What follows belongs to an exercise in optimizing a design on an open flow for small area, a short achievable clock period and few clock cycles per item; a production flow would make more cautious choices. Where RTL was checked, it was by simulation tests only, not by an equivalence proof against the original. The RTL of run 1 was laid out without a check of its function. Power is estimated from default activity; no workload was simulated.

==> flow/config.mk <==
export PLATFORM = sky130hd
export DESIGN_NAME = queue_cmd_front
export DESIGN_NICKNAME = queue_cmd_front
export VERILOG_FILES = /design/flow/design.v
export SDC_FILE = /design/flow/constraint.sdc
export NUM_CORES = 4
export LEC_CHECK = 0
export CAP_MARGIN = 20
export CORE_MARGIN = 2
export CORE_UTILIZATION = 40
export SETUP_SLACK_MARGIN = 3.3
export SLEW_MARGIN = 20
==> flow/run.sh <==
#!/bin/bash
# synth_recipe.tcl (not shown) runs the flow's synth.tcl, then flattens the netlist and writes it again
# the make line also repeats each setting of config.mk as NAME=value (left out here)
make -C /OpenROAD-flow-scripts/flow DESIGN_CONFIG=/design/flow/config.mk WORK_HOME=/design/flow/orfs CLKGATE_MAP_FILE= SYNTH_SCRIPT=/design/flow/synth_recipe.tcl finish
==> flow/constraint.sdc <==
create_clock -name core_clock -period 6.5 [get_ports {clk}]
set_input_delay 1.3000 -clock core_clock [delete_from_list [all_inputs] [get_ports {clk}]]
set_output_delay 1.3000 -clock core_clock [all_outputs]
set_load 0.01 [all_outputs]
==> flow/design.v <==
module queue_cmd_front #(
    parameter int PAYLOAD_SIZE = 24,
    parameter int ID_WIDTH     = 8,
    parameter int FIFO_SIZE    = 1024,
    parameter int PTR_WIDTH    = $clog2(FIFO_SIZE),
    parameter int QDATA_SIZE   = PAYLOAD_SIZE + ID_WIDTH
) (
    input  logic                    clk,
    input  logic                    reset,
    input  logic                    cmd_valid,
    output logic                    cmd_ready,
    input  logic [1:0]              cmd_op,
    input  logic [ID_WIDTH-1:0]     cmd_id,
    input  logic [PAYLOAD_SIZE-1:0] cmd_payload,
    output logic                    q_push_flag,
    output logic [QDATA_SIZE-1:0]   q_push_data,
    output logic                    q_pop_flag,
    input  logic [QDATA_SIZE-1:0]   q_pop_data,
    output logic                    q_remove_flag,
    output logic [PTR_WIDTH-1:0]    q_remove_index,
    input  logic                    q_full,
    input  logic                    q_empty,
    input  logic                    q_error_reg,
    input  logic                    q_error_rem,
    input  logic                    q_error_time,
    output logic                    rsp_valid,
    input  logic                    rsp_ready,
    output logic [2:0]              rsp_status,
    output logic [ID_WIDTH-1:0]     rsp_id,
    output logic [PAYLOAD_SIZE-1:0] rsp_payload
);
    localparam int DEPTH = 2 ** ID_WIDTH;
    localparam logic [1:0] OP_ADD    = 2'd0;
    localparam logic [1:0] OP_CANCEL = 2'd1;
    localparam logic [1:0] OP_POP    = 2'd2;
    localparam logic [2:0] ST_OK    = 3'd0;
    localparam logic [2:0] ST_DUP   = 3'd1;
    localparam logic [2:0] ST_NF    = 3'd2;
    localparam logic [2:0] ST_FULL  = 3'd3;
    localparam logic [2:0] ST_EMPTY = 3'd4;
    localparam logic [2:0] ST_QERR  = 3'd5;
    logic [DEPTH-1:0]        live;
    logic [PTR_WIDTH-1:0]    slot_mem [DEPTH];
    logic [PTR_WIDTH-1:0]    tail;
    logic                    d_v;
    logic [1:0]              d_op;
    logic [ID_WIDTH-1:0]     d_id;
    logic [PAYLOAD_SIZE-1:0] d_pl;
    logic                    d_live;    
    logic                    d_pm;      
    logic [PTR_WIDTH-1:0]    d_slot;
    logic                    p_v;
    logic [ID_WIDTH-1:0]     p_id;
    logic                    r_v;
    logic                    r_fresh;   
    logic [2:0]              r_st;
    logic [ID_WIDTH-1:0]     r_id;
    logic [PAYLOAD_SIZE-1:0] r_pl;
    logic q_err, hit, go, act, push, rem, pop, acc, p_clr;
    logic [2:0] d_st, fin_st;
    logic f_live;
    logic [PTR_WIDTH-1:0] f_slot;
    assign q_err  = q_error_reg | q_error_rem | q_error_time;
    assign hit    = d_live & ~(d_pm & ~q_err);
    assign go     = ~r_v | rsp_ready;
    assign act    = d_v & go;
    assign push   = act & (d_op == OP_ADD) & ~hit & ~q_full;
    assign rem    = act & (d_op == OP_CANCEL) & hit;
    assign pop    = act & (d_op == OP_POP) & ~q_empty;
    assign p_clr  = p_v & ~q_err;
    assign cmd_ready = reset & (~d_v | go);
    assign acc       = cmd_valid & cmd_ready;
    assign q_push_flag    = push;
    assign q_pop_flag     = pop;
    assign q_remove_flag  = rem;
    assign q_push_data    = {d_pl, d_id};
    assign q_remove_index = d_slot;
    assign fin_st      = (r_fresh & q_err) ? ST_QERR : r_st;
    assign rsp_valid   = r_v;
    assign rsp_status  = fin_st;
    assign rsp_id      = r_id;
    assign rsp_payload = r_pl;
    always_comb begin
        unique case (d_op)
            OP_ADD:    d_st = hit ? ST_DUP : (q_full ? ST_FULL : ST_OK);
            OP_CANCEL: d_st = hit ? ST_OK : ST_NF;
            OP_POP:    d_st = q_empty ? ST_EMPTY : ST_OK;
            default:   d_st = ST_NF;
        endcase
    end
    always_comb begin
        if (d_v && (d_op == OP_ADD || d_op == OP_CANCEL) && d_id == cmd_id)
            f_live = (d_op == OP_ADD) & (hit | ~q_full);
        else
            f_live = live_rd & ~(p_clr && p_id == cmd_id);
        f_slot = (push && d_id == cmd_id) ? tail : slot_rd;
    end
    always_ff @(posedge clk or negedge reset) begin
        if (!reset) begin
            d_v     <= 1'b0;
            p_v     <= 1'b0;
            r_v     <= 1'b0;
            r_fresh <= 1'b0;
            live    <= '0;
            tail    <= '0;
        end else begin
            if (acc) begin
                d_v    <= 1'b1;
                d_live <= f_live;
                d_pm   <= pop && q_pop_data[ID_WIDTH-1:0] == cmd_id;
            end else if (act) begin
                d_v    <= 1'b0;
            end else begin
                d_live <= hit;
                d_pm   <= 1'b0;
            end
            p_v <= pop;
            if (act) begin
                r_v     <= 1'b1;
                r_fresh <= push | rem | pop;
            end else begin
                if (rsp_ready) r_v <= 1'b0;
                r_fresh <= 1'b0;
            end
            live <= live_nx;
            if (push)  tail <= tail + 1'b1;
        end
    end
    always_ff @(posedge clk) begin
        if (acc) begin
            d_op   <= cmd_op;
            d_id   <= cmd_id;
            d_pl   <= cmd_payload;
            d_slot <= f_slot;
        end
        if (pop) p_id <= q_pop_data[ID_WIDTH-1:0];
        if (act) begin
            r_st <= d_st;
            if (d_op == OP_POP) begin
                r_id <= q_empty ? '0 : q_pop_data[ID_WIDTH-1:0];
                r_pl <= q_empty ? '0 : q_pop_data[QDATA_SIZE-1:ID_WIDTH];
            end else begin
                r_id <= d_id;
                r_pl <= '0;
            end
        end else begin
            r_st <= fin_st;
        end
    end
    logic [DEPTH-1:0] r_sel, w_sel, p_sel, live_nx;
    logic live_rd;
    logic [PTR_WIDTH-1:0] slot_rd;
    always_comb begin
        live_rd = 1'b0;
        slot_rd = '0;
        for (int i = 0; i < DEPTH; i++) begin
            r_sel[i] = (cmd_id == ID_WIDTH'(i));
            w_sel[i] = (d_id == ID_WIDTH'(i));
            p_sel[i] = (p_id == ID_WIDTH'(i));
            live_rd  = live_rd | (r_sel[i] & live[i]);
            slot_rd  = slot_rd | ({PTR_WIDTH{r_sel[i]}} & slot_mem[i]);
            live_nx[i] = (push & w_sel[i]) |
                         (live[i] & ~(rem & w_sel[i]) & ~(p_clr & p_sel[i]));
        end
    end
    for (genvar i = 0; i < DEPTH; i++) begin : g_slot
        always_ff @(posedge clk) begin
            if (push & w_sel[i]) slot_mem[i] <= tail;
        end
    end
endmodule
==> flow_metrics.env, run 1 <==
export IMPL_cts_hold_buffers=0
export IMPL_grt_total_usage_pct=64.0
export IMPL_stop_error="[ERROR GRT-0232] Routing congestion too high. Check the congestion heatmap in the GUI."
export IMPL_synth_top_cell_area_share_pct=71.4
export IMPL_synth_enable_flop_cells=2646
export IMPL_netlist_top_cell_by_area="edfxtp_1"
export IMPL_global_route_overflow_total=3
export IMPL_postSynth_asyncResetShare_pct=9.25
export IMPL_dp_worst_setup_slack_ns=-0.0230
export IMPL_synth_area_leaders="edfxtp_1, a22oi_1, dfrtp_1, o221ai_1, nor2_1"
export IMPL_synth_nets=6980
export IMPL_most_instantiated_flip_flop_cell_in_the_synthesis_netlist="edfxtp_1"
export IMPL_io_pin_count=157
export IMPL_die_height_um=531
export IMPL_port_buffer_count=156
export IMPL_clk_root_buffer_cell="clkbuf_16"
export IMPL_synth_seq_area_share_pct=77.6
export IMPL_row_count=193
export IMPL_initial_core_utilization_pct=40.2
export IMPL_cts_buffers_inserted=319
export IMPL_synthesis_instances=6904
export IMPL_ys_seq_elements=2919
export IMPL_postSynthAreaPerCell_um2=16.1
export IMPL_cts_max_level=5
export IMPL_gp_congestion=1.25
export IMPL_hpwlAfterDp_um=579000
export IMPL_maximum_root_to_sink_buffer_count=4
export IMPL_last_stage_reached="global routing"
export IMPL_dieWidth_um=531
export IMPL_run_status="aborted with a tool error"
export IMPL_ys_warnings_count=2
export IMPL_netlist_area_um2=111000
export IMPL_clock_sinks=2919
export IMPL_grt_start_max_net_pins=146
export IMPL_yosysUniqueCellTypes=73
repair_timing:
item | 4_1_cts
pin swaps | 274
buffers inserted | 497
endpoints found under the hold margin | 0
gates cloned | 47
gates resized for setup | 814
setup endpoints to repair | 2837
routing by layer:
metal	overflow	track usage, %
met4	0	62.4
met2	3	75.4
met1	0	62.7
met5	0	38.5
met3	0	55.3
how the worst min path moves through the flow:
stage	slack [ns]	cells after the start	end	start
after floorplan	0.48	2	live[10]$_DFF_PN0_	live[10]$_DFF_PN0_
after CTS	0.20	1	d_v$_DFFE_PN0P_	reset
after global placement	0.54	2	live[7]$_DFF_PN0_	live[7]$_DFF_PN0_
after detailed placement	0.54	2	live[211]$_DFF_PN0_	live[211]$_DFF_PN0_
cells by family after synthesis:
group | synth area share, %
fa+ha+maj | 0.0112
mux | 0.0540
xor+xnor | 0.260
compound gates | 14.7
simple gates | 5.45
flops | 77.6
buf+inv | 2.00
power by group through the flow:
stage	Clock (mW)	Sequential [mW]	Combinational, mW
after detailed placement	0	21.3	2.05
after floorplan	0	21.4	0.504
after CTS	17.6	20.9	2.43
after global placement	0	21.3	2.06
cell usage after synthesis (all sizes together) (7+ instances only):
library cell     n
a31oi           15
nor4b            9
a32oi           80
o221ai         251
buf            196
nor2b           18
o22ai          208
xor2            15
a22oi          966
nand4bb          9
nor2           539
o22a             7
nand2b          11
nor4            95
and2            27
dfrtp          270
nor3            48
nand3           73
nor4bb          10
a222oi         108
a22o           108
nand2          250
or4             10
or4b             8
a21oi           45
and4b            8
nand4          102
o211ai          25
xnor2           18
and3            11
edfxtp        2646
o21ai          283
clkbuf         294
nand4b           9
a221oi          70
stage by stage:
stage / TNS, ns / instances / instance area [um^2] / hold slack, ns
detailed placement: -0.0230 / 11200 / 127000 / 0.542
floorplan: 0 / 6904 / 114000 / 0.483
global placement: -0.639 / 11200 / 127000 / 0.540
CTS: 0 / 12300 / 147000 / 0.195
==> run 2: changes to the inputs <==
--- a/flow/design.v
+++ b/flow/design.v
@@ -92,8 +92,8 @@
         if (d_v && (d_op == OP_ADD || d_op == OP_CANCEL) && d_id == cmd_id)
             f_live = (d_op == OP_ADD) & (hit | ~q_full);
         else
-            f_live = live_rd & ~(p_clr && p_id == cmd_id);
-        f_slot = (push && d_id == cmd_id) ? tail : slot_rd;
+            f_live = live[cmd_id] & ~(p_clr && p_id == cmd_id);
+        f_slot = (push && d_id == cmd_id) ? tail : slot_mem[cmd_id];
     end
     always_ff @(posedge clk or negedge reset) begin
         if (!reset) begin
@@ -122,7 +122,9 @@
                 if (rsp_ready) r_v <= 1'b0;
                 r_fresh <= 1'b0;
             end
-            live <= live_nx;
+            if (p_clr) live[p_id] <= 1'b0;
+            if (push)  live[d_id] <= 1'b1;
+            if (rem)   live[d_id] <= 1'b0;
             if (push)  tail <= tail + 1'b1;
         end
     end
@@ -146,26 +148,6 @@
         end else begin
             r_st <= fin_st;
         end
-    end
-    logic [DEPTH-1:0] r_sel, w_sel, p_sel, live_nx;
-    logic live_rd;
-    logic [PTR_WIDTH-1:0] slot_rd;
-    always_comb begin
-        live_rd = 1'b0;
-        slot_rd = '0;
-        for (int i = 0; i < DEPTH; i++) begin
-            r_sel[i] = (cmd_id == ID_WIDTH'(i));
-            w_sel[i] = (d_id == ID_WIDTH'(i));
-            p_sel[i] = (p_id == ID_WIDTH'(i));
-            live_rd  = live_rd | (r_sel[i] & live[i]);
-            slot_rd  = slot_rd | ({PTR_WIDTH{r_sel[i]}} & slot_mem[i]);
-            live_nx[i] = (push & w_sel[i]) |
-                         (live[i] & ~(rem & w_sel[i]) & ~(p_clr & p_sel[i]));
-        end
-    end
-    for (genvar i = 0; i < DEPTH; i++) begin : g_slot
-        always_ff @(posedge clk) begin
-            if (push & w_sel[i]) slot_mem[i] <= tail;
-        end
+        if (push) slot_mem[d_id] <= tail;
     end
 endmodule
--- a/flow/config.mk
+++ b/flow/config.mk
@@ -8,5 +8,4 @@
 export CAP_MARGIN = 20
 export CORE_MARGIN = 2
 export CORE_UTILIZATION = 40
-export SETUP_SLACK_MARGIN = 3.3
 export SLEW_MARGIN = 20
==> run 2 against run 1 <==
  * The run now finishes clean
  * Synthesized area is 5.5% higher
  * Synthesized cell count down 6.4%
==> flow_metrics.env, run 2 <==
export IMPL_grt_start_max_net_pins=192
export IMPL_cp_arrival_ns=4.07
export IMPL_postSynthAreaPerCell_um2=18.2
export IMPL_timing_critical_path_slowest_cell_delay_ns=0.75
export IMPL_grt_antenna_before_repair=16
export IMPL_gp_congestion=0.897
export IMPL_total_negative_setup_slacks_ns=0
export IMPL_most_numerous_cell_in_the_yosys_netlist="edfxtp_1"
export IMPL_topRoutingLayerUsed="met5"
export IMPL_setup_viol_count_final=0
export IMPL_p_clk_share_pct=43.2
export IMPL_synth_seq_area_share_pct=73.5
export IMPL_total_leakage_power_nw=44.4
export IMPL_detail_route_drc_violations=0
export IMPL_fin_worst_hold_slack_ns=0.419
export IMPL_post_cts_setup_buffers=0
export IMPL_hpwlAfterDp_um=220000
export IMPL_maxClockFrequency_mhz=186
export IMPL_critical_path_slowest_cell="clkdlybuf4s50_1"
export IMPL_most_instantiated_flip_flop_cell_in_the_synthesis_netlist="edfxtp_1"
export IMPL_clk_root_buffer_cell="clkbuf_16"
export IMPL_cap_violations=0
export IMPL_clock_sinks=2919
export IMPL_grt_first_pass_wirelength_um=498000
export IMPL_initial_core_utilization_pct=40.3
export IMPL_drtIter0Drc=9150
export IMPL_power_switching_share_pct=22.2
export IMPL_maximum_root_to_sink_buffer_count=4
export IMPL_ys_seq_elements=2919
export IMPL_cellInternalPower_mw=31.3
export IMPL_route_vias_total=66400
export IMPL_ff2ff_setup_slack_ns=1.80
export IMPL_finClkSkew_ns=0.0655
export IMPL_grt_total_usage_pct=23.2
export IMPL_worstRegToRegCells=10
export IMPL_critical_path_top_cell_by_count="clkdlybuf4s50_1"
export IMPL_dieWidth_um=546
export IMPL_met2_wirelength_um=165000
export IMPL_largest_register_ff_count=2560
export IMPL_final_period_utilization_pct=82.5
export IMPL_class_of_the_most_critical_hold_timing_path="in -> async"
export IMPL_final_max_tran_viols=0
export IMPL_detailroute_wirelength_met3_um=34300
export IMPL_cts_repair_resize_count=0
export IMPL_post_route_min_period_ns=5.37
export IMPL_synthesis_instances=6459
export IMPL_rsz_0062_raised_after_global_routing="no"
export IMPL_synth_top_cell_area_share_pct=67.7
export IMPL_port_buffer_count=156
export IMPL_p_comb_share_pct=4.8
export IMPL_clk_latency_ns=0.89
export IMPL_report_final_hold_viol_count=0
export IMPL_run_status="timing/DRC/antenna clean"
export IMPL_crit_fanout=18
export IMPL_crit_path_cell_trace="clkdlybuf4s50_1 > or4b_1 > a21oi_1 > nand3_1 > clkinv_1 > clkdlybuf4s50_1"
export IMPL_worstReg2RegEnd="live[19]$_DFF_PN0_"
export IMPL_worstMarginPinSlew_ns=1.21
export IMPL_setup_crit_end="q_push_flag"
export IMPL_synth_enable_flop_cells=2646
export IMPL_clk_transition_reported_paths_ns=0.06
export IMPL_synth_area_leaders="edfxtp_1, mux4_2, dfrtp_1, a22oi_1, mux2i_1"
export IMPL_row_count=198
export IMPL_yosysUniqueCellTypes=78
export IMPL_postSynth_asyncResetShare_pct=9.25
export IMPL_wl_per_instance_um=32.3
export IMPL_criticalPathCategory="in -> out"
export IMPL_wl_um=353000
export IMPL_netlist_area_um2=117000
export IMPL_global_route_overflow_total=0
export IMPL_p_seq_share_pct=52.0
export IMPL_tritoncts="built"
export IMPL_placement_cell_area_um2=124000
export IMPL_critical_path_required_ns=5.20
export IMPL_detailedRoute_firstPassIterationCount=6
export IMPL_switching_power_mw=8.91
export IMPL_cts_buffers_inserted=311
export IMPL_ratio_of_cells_with_drive_above_1_in_the_final_layout_pct=20.5
export IMPL_ir_drop_uv=236
export IMPL_io_pin_count=157
export IMPL_end_kind="primary output"
export IMPL_fin_nets=6871
export IMPL_largestRegisters="slot_mem x2560, live x256"
export IMPL_leading_cell_type_in_the_layout_fill_and_taps_excluded="edfxtp_1"
export IMPL_largest_register="slot_mem"
export IMPL_power_density_nw_per_um2=299
export IMPL_length_of_routed_wiring_on_met1_um=137000
export IMPL_area_delta_synth_final_pct=14.3
export IMPL_most_frequent_cells_in_the_layout="edfxtp_1, mux4_2, a22oi_1, nand2_1, clkbuf_16"
export IMPL_critPathLaunch="q_error_rem"
export IMPL_total_power_mw=40.2
export IMPL_grt_pass1_vias=65100
export IMPL_cts_max_level=5
export IMPL_synth_nets=6544
export IMPL_ys_warnings_count=1
export IMPL_avgViaCountPerCell=6.07
export IMPL_startpoint_type="primary input"
export IMPL_design_die_area_um2=298000
export IMPL_antenna_left=0
export IMPL_layout_core_utilization_pct=46.0
export IMPL_synth_top_cells_by_count="edfxtp_1, mux4_2, a22oi_1"
export IMPL_netlist_top_cell_by_area="edfxtp_1"
export IMPL_postLayoutCellArea_um2=134000
export IMPL_cts_hold_buffers=0
export IMPL_core_region_area_um2=292000
export IMPL_maxSlewHeadroom_pct=19.2
export IMPL_regToRegStartpoint="d_id[1]$_DFFE_PP_"
export IMPL_die_height_um=546
==> run 2: cell type report <==
class | count | area, um^2
clock buffers | 379 | 8210
clock inverters | 179 | 1620
flip-flops and latches | 2919 | 86300
diodes | 9 | 22.5
fillers | 24500 | 157000
inverters | 17 | 63.8
well taps | 3900 | 4880
repair buffers | 470 | 4340
multi-input cells | 3067 | 28800
==> run 2: how the worst min path moves through the flow <==
| stage | from | to | slack (ns) |
|---|---|---|---|
| 2_1_floorplan | d_v$_DFFE_PN0P_ | r_v$_DFFE_PN0P_ | 0.48 |
| 3_3_place_gp | d_v$_DFFE_PN0P_ | r_v$_DFFE_PN0P_ | 0.53 |
| 3_5_place_dp | d_v$_DFFE_PN0P_ | r_v$_DFFE_PN0P_ | 0.54 |
| 4_1_cts | reset | r_fresh$_DFF_PN0_ | 0.45 |
| 5_1_grt | reset | r_fresh$_DFF_PN0_ | 0.47 |
| 6_report | reset | r_fresh$_DFF_PN0_ | 0.42 |
==> run 2: per-stage QoR <==
| stage | cells | setup WS, ns |
|---|---|---|
| 2_1_floorplan | 6459 | 1.76 |
| 3_3_place_gp | 10400 | 0.831 |
| 3_5_place_dp | 10400 | 0.806 |
| 4_1_cts | 10900 | 1.17 |
| 5_1_grt | 10900 | 1.09 |
| 6_report | 10900 | 1.13 |
==> run 2: worst max-delay path, delay by kind of cell <==
kind                   cells  cell delay, ns
AOI/OAI and AO/OA          1            0.27
buffers and inverters      3            1.72
and+or+nand+nor            2            0.77
==> run 2: metal layers <==
layer  up-vias  GRT usage [%]
li1      26900              -
met1     34900           31.5
met2      3840           36.6
met3       719           4.87
met4         6           9.38
met5         -              0
==> run 2: power groups by stage <==
stage                     Combinational (mW)  Sequential (mW)  Clock [mW]
after global routing                    1.99             20.9        18.3
after CTS                               1.90             20.9        17.5
final                                   1.91             20.9        17.4
after floorplan                        0.813             21.5           0
after detailed placement                1.90             21.3           0
after global placement                  1.87             21.3           0
==> run 2: logic make-up after synthesis <==
group / share of synthesized area (%)
XOR/XNOR: 0.336
buffers and inverters: 2.14
multiplexers: 13.6
flip-flops: 73.5
adder cells (fa/ha/maj): 0.107
AO/OA/AOI/OAI: 6.39
AND/OR/NAND/NOR: 3.91
Testbench counts of run 2, summed over its fixed seeds: cycles 16,016, commands 16,000.

## port drivers added, routing unchanged
Ports are ideal in the flow. The routed layout listed here was re-timed in OpenROAD.
Step 1 sets driving cells, clkbuf_16 on the clock port and buf_2 on the other inputs (assumed; they add their load-dependent delay and slew).
Step 2 times the ports against the registers' clock, not the clock port: input delays grow and output delays shrink by t, the midpoint of the rising clock arrivals with the driver on.
a / b / c = no drivers / after step 1 / after step 2; a / b = the first two.
run: run 2
shift t [ns]: 0.958
setup WS [ns]: 1.135 / 1.107 / 0.690
cell pins on the clock port's net: 1
After both steps setup and hold are still met in run 2. The setup slack of run 2 moves by -0.028 ns with the drivers and by -0.445 ns with both steps.
